This design comes from an exercise in tuning for a short achievable clock period and few clock cycles on the open sky130 flow, not from production work.
Function was checked by simulation only, so behaviour that the tests miss may differ from the original.

File: config.mk
export PLATFORM = sky130hd
export DESIGN_NAME = tsc_top
export DESIGN_NICKNAME = tsc_top
export VERILOG_FILES = /design/flow/design.v
export SDC_FILE = /design/flow/constraint.sdc
export NUM_CORES = 4
export LEC_CHECK = 0
export CAP_MARGIN = 35
export CORE_MARGIN = 2
export CORE_UTILIZATION = 45
export SETUP_SLACK_MARGIN = 5
export SLEW_MARGIN = 35
export SYNTH_MEMORY_MAX_BITS = 8192
File: constraint.sdc
create_clock -name core_clock -period 10.0 [get_ports {clk}]
set_input_delay 2.0000 -clock core_clock [delete_from_list [all_inputs] [get_ports {clk}]]
set_output_delay 2.0000 -clock core_clock [all_outputs]
set_load 0.01 [all_outputs]
File: design.v
`default_nettype none
package tsc_pkg;
	localparam int WORD_W    = 16;   
	localparam int NUM_REGS  = 4;    
	localparam int MEM_DEPTH = 256;  
	typedef logic [WORD_W-1:0]            word_t;
	typedef logic [$clog2(NUM_REGS)-1:0]  reg_idx_t;
	typedef logic [$clog2(MEM_DEPTH)-1:0] mem_addr_t;
	localparam reg_idx_t LINK_REG = 2'd2;  
	localparam logic [3:0] OP_BNE = 4'd0;
	localparam logic [3:0] OP_BEQ = 4'd1;
	localparam logic [3:0] OP_BGZ = 4'd2;
	localparam logic [3:0] OP_BLZ = 4'd3;
	localparam logic [3:0] OP_ADI = 4'd4;
	localparam logic [3:0] OP_ORI = 4'd5;
	localparam logic [3:0] OP_LHI = 4'd6;
	localparam logic [3:0] OP_LWD = 4'd7;
	localparam logic [3:0] OP_SWD = 4'd8;
	localparam logic [3:0] OP_JMP = 4'd9;
	localparam logic [3:0] OP_JAL = 4'd10;
	localparam logic [3:0] OP_JPR = 4'd11;
	localparam logic [3:0] OP_WWD = 4'd12;
	localparam logic [3:0] OP_HLT = 4'd13;
	localparam logic [3:0] OP_ALU = 4'd15;  
endpackage
`default_nettype wire
`default_nettype none
module alu (
	input  tsc_pkg::word_t a,      
	input  tsc_pkg::word_t b,      
	input  logic [5:0]     func,
	output tsc_pkg::word_t result
);
	always_comb begin
		case (func)
			6'd0:    result = a + b;
			6'd1:    result = a - b;
			6'd2:    result = a & b;
			6'd3:    result = a | b;
			6'd4:    result = ~a;
			6'd5:    result = 16'd0 - a;        
			6'd6:    result = {a[14:0], 1'b0};
			6'd7:    result = {1'b0, a[15:1]};  
			default: result = a;
		endcase
	end
endmodule
`default_nettype wire
`default_nettype none
module register_file (
	input  logic              clk,
	input  logic              rst_n,
	input  tsc_pkg::reg_idx_t rs_idx,
	input  tsc_pkg::reg_idx_t rt_idx,
	output tsc_pkg::word_t    rs_data,
	output tsc_pkg::word_t    rt_data,
	input  logic              wr_en,
	input  tsc_pkg::reg_idx_t wr_idx,
	input  tsc_pkg::word_t    wr_data
);
	tsc_pkg::word_t regs [tsc_pkg::NUM_REGS];
	always_ff @(posedge clk) begin
		if (!rst_n) begin
			for (int i = 0; i < tsc_pkg::NUM_REGS; i++) begin
				regs[i] <= '0;
			end
		end else if (wr_en) begin
			regs[wr_idx] <= wr_data;
		end
	end
	assign rs_data = regs[rs_idx];
	assign rt_data = regs[rt_idx];
endmodule
`default_nettype wire
`default_nettype none
module control_unit (
	input  logic           clk,
	input  logic           rst_n,
	input  logic           start,
	input  logic           exec_hlt,    
	input  logic           push,        
	input  tsc_pkg::word_t push_data,
	output logic           push_block,  
	output logic           running,
	output logic           stopped,     
	output logic           halted,
	output tsc_pkg::word_t out_data,
	output logic           out_valid,
	input  logic           out_ready
);
	logic           draining;  
	logic           skid_valid;
	tsc_pkg::word_t skid_data;
	logic           take;
	logic           empty_next;
	assign take       = out_valid & out_ready;
	assign push_block = skid_valid;
	assign empty_next = !skid_valid && (!out_valid || out_ready);
	always_ff @(posedge clk) begin
		if (!rst_n) begin
			out_valid  <= 1'b0;
			skid_valid <= 1'b0;
		end else if (skid_valid) begin
			if (take) begin
				out_data   <= skid_data;
				skid_valid <= 1'b0;
			end
		end else if (push) begin
			if (out_valid && !take) begin
				skid_data  <= push_data;
				skid_valid <= 1'b1;
			end else begin
				out_data  <= push_data;
				out_valid <= 1'b1;
			end
		end else if (take) begin
			out_valid <= 1'b0;
		end
	end
	always_ff @(posedge clk) begin
		if (!rst_n) begin
			running  <= 1'b0;
			draining <= 1'b0;
			stopped  <= 1'b1;
			halted   <= 1'b0;
		end else if (stopped) begin
			if (start) begin
				running <= 1'b1;
				stopped <= 1'b0;
				halted  <= 1'b0;
			end
		end else if (running) begin
			if (exec_hlt) begin
				running <= 1'b0;
				if (empty_next) begin
					stopped <= 1'b1;
					halted  <= 1'b1;
				end else begin
					draining <= 1'b1;
				end
			end
		end else if (draining) begin
			if (empty_next) begin
				draining <= 1'b0;
				stopped  <= 1'b1;
				halted   <= 1'b1;
			end
		end
	end
endmodule
`default_nettype wire
`default_nettype none
module cpu_core (
	input  logic           clk,
	input  logic           rst_n,
	input  logic           start,
	input  logic [7:0]     load_addr,
	input  logic [15:0]    load_data,
	input  logic           load_valid,
	output logic           load_ready,
	output tsc_pkg::word_t out_data,
	output logic           out_valid,
	input  logic           out_ready,
	output logic           halted
);
	tsc_pkg::word_t      ir;      
	tsc_pkg::word_t      pc1;     
	logic       running;
	logic       stopped;
	logic       push_block;
	logic       pend_v;
	tsc_pkg::mem_addr_t  pend_a;
	tsc_pkg::word_t      pend_d;
	logic [3:0] op;
	tsc_pkg::reg_idx_t   rs, rt, rd;
	logic [7:0] imm;
	tsc_pkg::word_t      sext;
	tsc_pkg::word_t      rs_v, rt_v;
	logic       is_br, is_adi, is_ori, is_lhi, is_lwd, is_swd;
	logic       is_jmp, is_jal, is_jpr, is_wwd, is_hlt, is_alu;
	logic       cond, take_tgt, stall, exec, fwd;
	logic       sel_a, sel_b, sel_c, sel_f;
	tsc_pkg::mem_addr_t  addr_a, addr_b, addr_c;
	tsc_pkg::word_t      d_a, d_b, d_c;
	tsc_pkg::word_t      nir, npc1, fetch0;
	tsc_pkg::word_t      alu_res, wdata;
	logic       wen;
	tsc_pkg::reg_idx_t   widx;
	logic       mem_we;
	tsc_pkg::mem_addr_t  mem_waddr;
	tsc_pkg::word_t      mem_wdata;
	assign op   = ir[15:12];
	assign rs   = ir[11:10];
	assign rt   = ir[9:8];
	assign rd   = ir[7:6];
	assign imm  = ir[7:0];
	assign sext = {{8{imm[7]}}, imm};
	assign is_br  = (op[3:2] == 2'b00);
	assign is_adi = (op == tsc_pkg::OP_ADI);
	assign is_ori = (op == tsc_pkg::OP_ORI);
	assign is_lhi = (op == tsc_pkg::OP_LHI);
	assign is_lwd = (op == tsc_pkg::OP_LWD);
	assign is_swd = (op == tsc_pkg::OP_SWD);
	assign is_jmp = (op == tsc_pkg::OP_JMP);
	assign is_jal = (op == tsc_pkg::OP_JAL);
	assign is_jpr = (op == tsc_pkg::OP_JPR);
	assign is_wwd = (op == tsc_pkg::OP_WWD);
	assign is_hlt = (op == tsc_pkg::OP_HLT);
	assign is_alu = (op == tsc_pkg::OP_ALU);
	register_file register_file_inst (
		.clk     (clk),
		.rst_n   (rst_n),
		.rs_idx  (rs),
		.rt_idx  (rt),
		.rs_data (rs_v),
		.rt_data (rt_v),
		.wr_en   (wen),
		.wr_idx  (widx),
		.wr_data (wdata)
	);
	always_comb begin
		case (op[1:0])
			2'd0:    cond = (rs_v != rt_v);
			2'd1:    cond = (rs_v == rt_v);
			2'd2:    cond = !rs_v[15] && (rs_v != 16'd0);
			default: cond = rs_v[15];
		endcase
	end
	assign take_tgt = is_jmp || is_jal || (is_br && cond);
	assign stall    = is_wwd && push_block;
	assign exec     = running && !stall;
	assign addr_a = pc1[7:0];
	assign addr_b = (is_jmp || is_jal) ? imm : pc1[7:0] + imm;
	assign addr_c = rs_v[7:0] + (is_jpr ? 8'd0 : imm);
	assign fwd = is_swd && (rs_v[7:0] == pc1[7:0] - imm);
	assign sel_f = fwd;
	assign sel_c = is_jpr;
	assign sel_b = !is_swd && !is_jpr && take_tgt;
	assign sel_a = !(is_swd && fwd) && !is_jpr && !take_tgt;
	assign nir   = ({16{sel_a}} & d_a) | ({16{sel_b}} & d_b) |
	               ({16{sel_c}} & d_c) | ({16{sel_f}} & rt_v);
	always_comb begin
		if (is_jpr)                   npc1 = rs_v + 16'd1;
		else if (is_jmp || is_jal)    npc1 = {pc1[15:12], ir[11:0]} + 16'd1;
		else if (is_br && cond)       npc1 = pc1 + sext + 16'd1;
		else                          npc1 = pc1 + 16'd1;
	end
	assign fetch0 = (pend_v && pend_a == 8'd0) ? pend_d : d_a;
	always_ff @(posedge clk) begin
		if (stopped && start) begin
			ir <= fetch0;
		end else if (exec) begin
			ir <= nir;
		end
	end
	always_ff @(posedge clk) begin
		if (!rst_n) begin
			pc1 <= '0;
		end else if (stopped) begin
			pc1 <= start ? 16'd1 : 16'd0;
		end else if (exec) begin
			pc1 <= is_hlt ? 16'd0 : npc1;
		end
	end
	alu alu_inst (
		.a      (rs_v),
		.b      (rt_v),
		.func   (ir[5:0]),
		.result (alu_res)
	);
	assign wen  = exec && (is_alu || is_adi || is_ori || is_lhi || is_lwd || is_jal);
	assign widx = is_alu ? rd : (is_jal ? tsc_pkg::LINK_REG : rt);
	always_comb begin
		if (is_lwd)      wdata = d_c;
		else if (is_jal) wdata = pc1;
		else if (is_alu) wdata = alu_res;
		else if (is_adi) wdata = rs_v + sext;
		else if (is_ori) wdata = rs_v | {8'h00, imm};
		else             wdata = {imm, 8'h00};
	end
	always_ff @(posedge clk) begin
		pend_v <= stopped && load_valid;
		pend_a <= load_addr;
		pend_d <= load_data;
	end
	assign mem_we    = pend_v || (exec && is_swd);
	assign mem_waddr = pend_v ? pend_a : addr_c;
	assign mem_wdata = pend_v ? pend_d : rt_v;
	unified_memory unified_memory_inst (
		.clk     (clk),
		.we      (mem_we),
		.waddr   (mem_waddr),
		.wdata   (mem_wdata),
		.raddr_a (addr_a),
		.raddr_b (addr_b),
		.raddr_c (addr_c),
		.rdata_a (d_a),
		.rdata_b (d_b),
		.rdata_c (d_c)
	);
	control_unit control_unit_inst (
		.clk        (clk),
		.rst_n      (rst_n),
		.start      (start),
		.exec_hlt   (exec && is_hlt),
		.push       (exec && is_wwd),
		.push_data  (rs_v),
		.push_block (push_block),
		.running    (running),
		.stopped    (stopped),
		.halted     (halted),
		.out_data   (out_data),
		.out_valid  (out_valid),
		.out_ready  (out_ready)
	);
	assign load_ready = stopped;
endmodule
`default_nettype wire
`default_nettype none
module unified_memory (
	input  logic                clk,
	input  logic                we,
	input  tsc_pkg::mem_addr_t  waddr,
	input  tsc_pkg::word_t      wdata,
	input  tsc_pkg::mem_addr_t  raddr_a,
	input  tsc_pkg::mem_addr_t  raddr_b,
	input  tsc_pkg::mem_addr_t  raddr_c,
	output tsc_pkg::word_t      rdata_a,
	output tsc_pkg::word_t      rdata_b,
	output tsc_pkg::word_t      rdata_c
);
	logic [tsc_pkg::MEM_DEPTH-1:0][15:0] mem;
	always_ff @(posedge clk) begin
		for (int i = 0; i < tsc_pkg::MEM_DEPTH; i++) begin
			if (we && waddr == 8'(i)) begin
				mem[i] <= wdata;
			end
		end
	end
	mem_read_tree read_a (.mem(mem), .addr(raddr_a), .data(rdata_a));
	mem_read_tree read_b (.mem(mem), .addr(raddr_b), .data(rdata_b));
	mem_read_tree read_c (.mem(mem), .addr(raddr_c), .data(rdata_c));
endmodule
module mem_read_tree (
	input  logic [255:0][15:0] mem,
	input  logic [7:0]         addr,
	output logic [15:0]        data
);
	logic [511:1][15:0] node;  
	for (genvar j = 0; j < 256; j++) begin : g_leaf
		assign node[256 + j] = mem[j];
	end
	for (genvar d = 0; d < 8; d++) begin : g_level
		for (genvar i = (1 << d); i < (2 << d); i++) begin : g_node
			assign node[i] = addr[7 - d] ? node[2 * i + 1] : node[2 * i];
		end
	end
	assign data = node[1];
endmodule
`default_nettype wire
`default_nettype none
module tsc_top (
	input  logic           clk,
	input  logic           rst_n,
	input  logic           start,
	input  logic [7:0]     load_addr,
	input  logic [15:0]    load_data,
	input  logic           load_valid,
	output logic           load_ready,
	output tsc_pkg::word_t out_data,
	output logic           out_valid,
	input  logic           out_ready,
	output logic           halted
);
	cpu_core cpu_core_inst (
		.clk        (clk),
		.rst_n      (rst_n),
		.start      (start),
		.load_addr  (load_addr),
		.load_data  (load_data),
		.load_valid (load_valid),
		.load_ready (load_ready),
		.out_data   (out_data),
		.out_valid  (out_valid),
		.out_ready  (out_ready),
		.halted     (halted)
	);
endmodule
`default_nettype wire
File: run.sh
#!/bin/bash
# synth_recipe.tcl (not shown) runs the flow's synth.tcl, then flattens the netlist and writes it again
# the make line also repeats each setting of config.mk as NAME=value (left out here)
make -C /OpenROAD-flow-scripts/flow DESIGN_CONFIG=/design/flow/config.mk WORK_HOME=/design/flow/orfs CLKGATE_MAP_FILE= SYNTH_SCRIPT=/design/flow/synth_recipe.tcl finish
==> results.txt <==
-- worst register-to-register path, cell delays in order (launching register included) --
cell	delay, ps
edfxtp_1	330
buf_4	270
inv_1	300
ha_1	630
inv_1	180
a21o_1	230
or4_1	550
nand3_4	520
nand2_1	600
buf_4	420
a31oi_1	580
nand4_1	530
nand3_1	580
a32o_1	290
-- synthesized netlist by cell type, types with 124 or more instances --
| master | count | area (sq um) |
|---|---|---|
| mux4_2 | 2803 | 63100 |
| nand3_1 | 1022 | 5110 |
| clkbuf_1 | 554 | 2080 |
| a21oi_1 | 412 | 2060 |
| buf_1 | 219 | 822 |
| a311oi_1 | 268 | 2350 |
| mux2i_1 | 534 | 5350 |
| buf_2 | 580 | 2900 |
| edfxtp_1 | 4208 | 126000 |
| a31oi_1 | 169 | 1060 |
| nor2_1 | 471 | 1770 |
| o21ai_0 | 299 | 1500 |
| nand2_1 | 2952 | 11100 |
| a22oi_1 | 124 | 931 |
| and3_1 | 335 | 2100 |
-- stage by stage --
step / area (sq um) / setup WS, ps
2_1_floorplan: 241000 / 3540
3_3_place_gp: 252000 / 1240
3_5_place_dp: 253000 / 1920
4_1_cts: 277000 / 4420
5_1_grt: 281000 / 4200
6_report: 281000 / 3870
-- area by class of cell --
cell class	instances	area [sq um]
repair buffers	1366	16600
multi-input cells	10600	112000
inverters	86	394
clock buffers	533	12000
fillers	42900	252000
clock inverters	331	3610
diodes	91	228
flip-flops and latches	4259	127000
well taps	7020	8780
-- layer usage --
layer,vias to the layer above,track usage,part of all wire
met3,3764,0.198,0.18
met4,48,0.292,0.092
met5,-,0.00908,0.00056
li1,67900,-,-
met2,17400,0.543,0.40
met1,93800,0.505,0.33
-- path summary, 6_finish.rpt --
| kind | start | end | slack (ps) |
|---|---|---|---|
| setup / recovery | cpu_core_inst.ir[6]$_DFFE_PN_ | cpu_core_inst.ir[12]$_DFFE_PN_ | 3870 |
| hold / removal | cpu_core_inst.control_unit_inst.halted$_SDFFE_PN0P_ | cpu_core_inst.control_unit_inst.halted$_SDFFE_PN0P_ | 470 |
| hold reg to reg | cpu_core_inst.control_unit_inst.halted$_SDFFE_PN0P_ | cpu_core_inst.control_unit_inst.halted$_SDFFE_PN0P_ | 470 |
| setup reg to reg | cpu_core_inst.ir[6]$_DFFE_PN_ | cpu_core_inst.ir[12]$_DFFE_PN_ | 3870 |
-- cells by family (layout without fill, tap and decap cells) --
group,Yosys count,in the layout
AOI/OAI and AO/OA,1893,1897
xor gates and xnor gates,96,96
adders and majority gates,114,114
buffers and inverters,1575,2316
DFF,4259,4259
muxes,3367,3367
other,0,91
and+or+nand+nor,5098,5099
-- what timing repair did --
item,in CTS,in global routing
pin swaps,173,103
buffers inserted,290,149
setup endpoints to repair,4212,2562
resized for setup,780,263
gates cloned,50,24
-- state kept, by name, indices dropped and copies added (netlist names), named ones only --
| register | cells |
|---|---|
| cpu_core_inst.control_unit_inst.draining | 1 |
| cpu_core_inst.control_unit_inst.halted | 1 |
| cpu_core_inst.control_unit_inst.out_data | 16 |
| cpu_core_inst.control_unit_inst.out_valid | 1 |
| cpu_core_inst.control_unit_inst.running | 1 |
| cpu_core_inst.control_unit_inst.skid_data | 16 |
| cpu_core_inst.control_unit_inst.skid_valid | 1 |
| cpu_core_inst.control_unit_inst.stopped | 1 |
| cpu_core_inst.ir | 16 |
| cpu_core_inst.pc1 | 16 |
| cpu_core_inst.pend_a | 8 |
| cpu_core_inst.pend_d | 16 |
| cpu_core_inst.pend_v | 1 |
| cpu_core_inst.register_file_inst.regs | 64 |
| cpu_core_inst.unified_memory_inst.mem | 4096 |
==> impl_metrics.ini <==
[worst_setup_path]
critical_path_required_ps = 11010
cp-end-kind = flop
startpoint_type = flop
slowest_stage = ha_1
reg2regPathDepth = 13
slowest_delay_ps = 630
cp_num_cells = 13
critical_path_class = reg -> reg
critPathBufInv = 4
critPathTopFamily = simple AND/OR/NAND/NOR gates
crit_arrival_ps = 7140
path_cells = buf_4, inv_1, ha_1, inv_1, a21o_1, or4_1, nand3_4, nand2_1, buf_4, a31oi_1, nand4_1, nand3_1, a32o_1
path_max_fanout = 11

[sta]
rsz0062_at_grt = true
worstMarginPinSlew_ps = 1230
setup_violations = 0
hold_viol_final = 0
finalSetupTns_ps = 0
slew_viol_final = 0
relSlewSlack = 0.172
period_needed_ps = 6130
worst_hold_slack_ps = 467
finalCritPeriodShare = 0.613
finalClockSkew_ps = 108
fmax_ghz = 0.163

[synthesis]
synthDistinctLibCells = 97
synth_top_family_by_area = multiplexers
synth_compound_area_frac = 0.0542
synth-async-reset-ratio = 0
synth_edf_count = 4208
synth_nets = 16500
syn-cell-area_sq_um = 241000
synthAdderAreaFrac = 0.00614
synth_mux_area_frac = 0.286
yosys_warnings = 5
synth_ff_type = edfxtp_1
synth-simple-area-share = 0.0915
synth.avg_cell_area_sq_um = 14.7
netlist_instances = 16400
synth_xor_area_frac = 0.00358
ys_ff_latch = 4259
seq_area_frac_synth = 0.529

[floorplan]
fp.dieH_um = 736
die_x_um = 736
rows = 268
core_area_sq_um = 533000
dieArea_sq_um = 541000
initial_core_util = 0.452
io_pins = 48

[final_layout]
nets = 16900
drive_gt1_frac = 0.330
stdcell_count = 24300
syn_to_final_growth_pct = 16.7
final_common_cell = edfxtp_1
final_cell_mix = edfxtp_1 (4208), nand2_1 (2901), mux4_2 (2803), nand3_1 (998), buf_4 (780)
final_util = 0.527

[clocking]
numCtsBuffers = 462
cts_tree = built
hold_buffers = 0
cts_sinks = 4259
htreeDepth = 5
clk_pin_slew_worst_paths_ps = 70
worstSkewPairLatency_ps = 1160
clockBufferDepth = 4
cts-root-buf = clkbuf_16

[route]
wl_mm = 1120
drc = 0
dr.pass1.iters = 10
wl_per_cell_um = 46.2
ant_nets = 0
via_count = 183000
drtIter0Drc = 34800
routed_via_density = 7.54

[run_status]
outcome = complete, no violations

[placed_design]
place_hpwl_mm = 721
io_buffers = 47
gp_congestion = 1.04
place_inst = 22800

[grt]
grt_start_max_net_pins = 178
grt-ovfl-total = 0
grt_pass1_wl_mm = 1490
grt_antenna_before_repair = 111
grt_pass1_vias = 168000
grt_use_total = 0.404

[min_path]
holdPathStages = 2
min_path_type = reg -> reg

[run]
max-cap-violations = 0
Testbench counts, summed over its fixed seeds: cycles 26,732.

afterwards: timing with drivers on the ports:
The flow's constraints put no driver on any port. The routed layout listed below was extracted and timed again, unchanged, in two steps.
Step 1 assumes that a clkbuf_16 drives the clock port and a buf_2 every other input.
Step 2 adds t to the input delays and takes it off the output delays; t is the mean of the earliest and latest rising clock arrival at the registers after step 1. Input paths then give back, and output paths get back, about the clock's delay inside the block.
Three values: ideal ports, drivers, drivers and shift; two values: the first two.
t (ns): 1.244
setup slack, ns: 3.869 / 3.869 / 3.869
worst setup path at the end: register to register
worst register clock-pin slew, ns: 0.07 / 0.07
After both steps this run still meets setup and hold. The setup slack of this run moves by 0.000 ns with the drivers and by 0.000 ns with both steps.
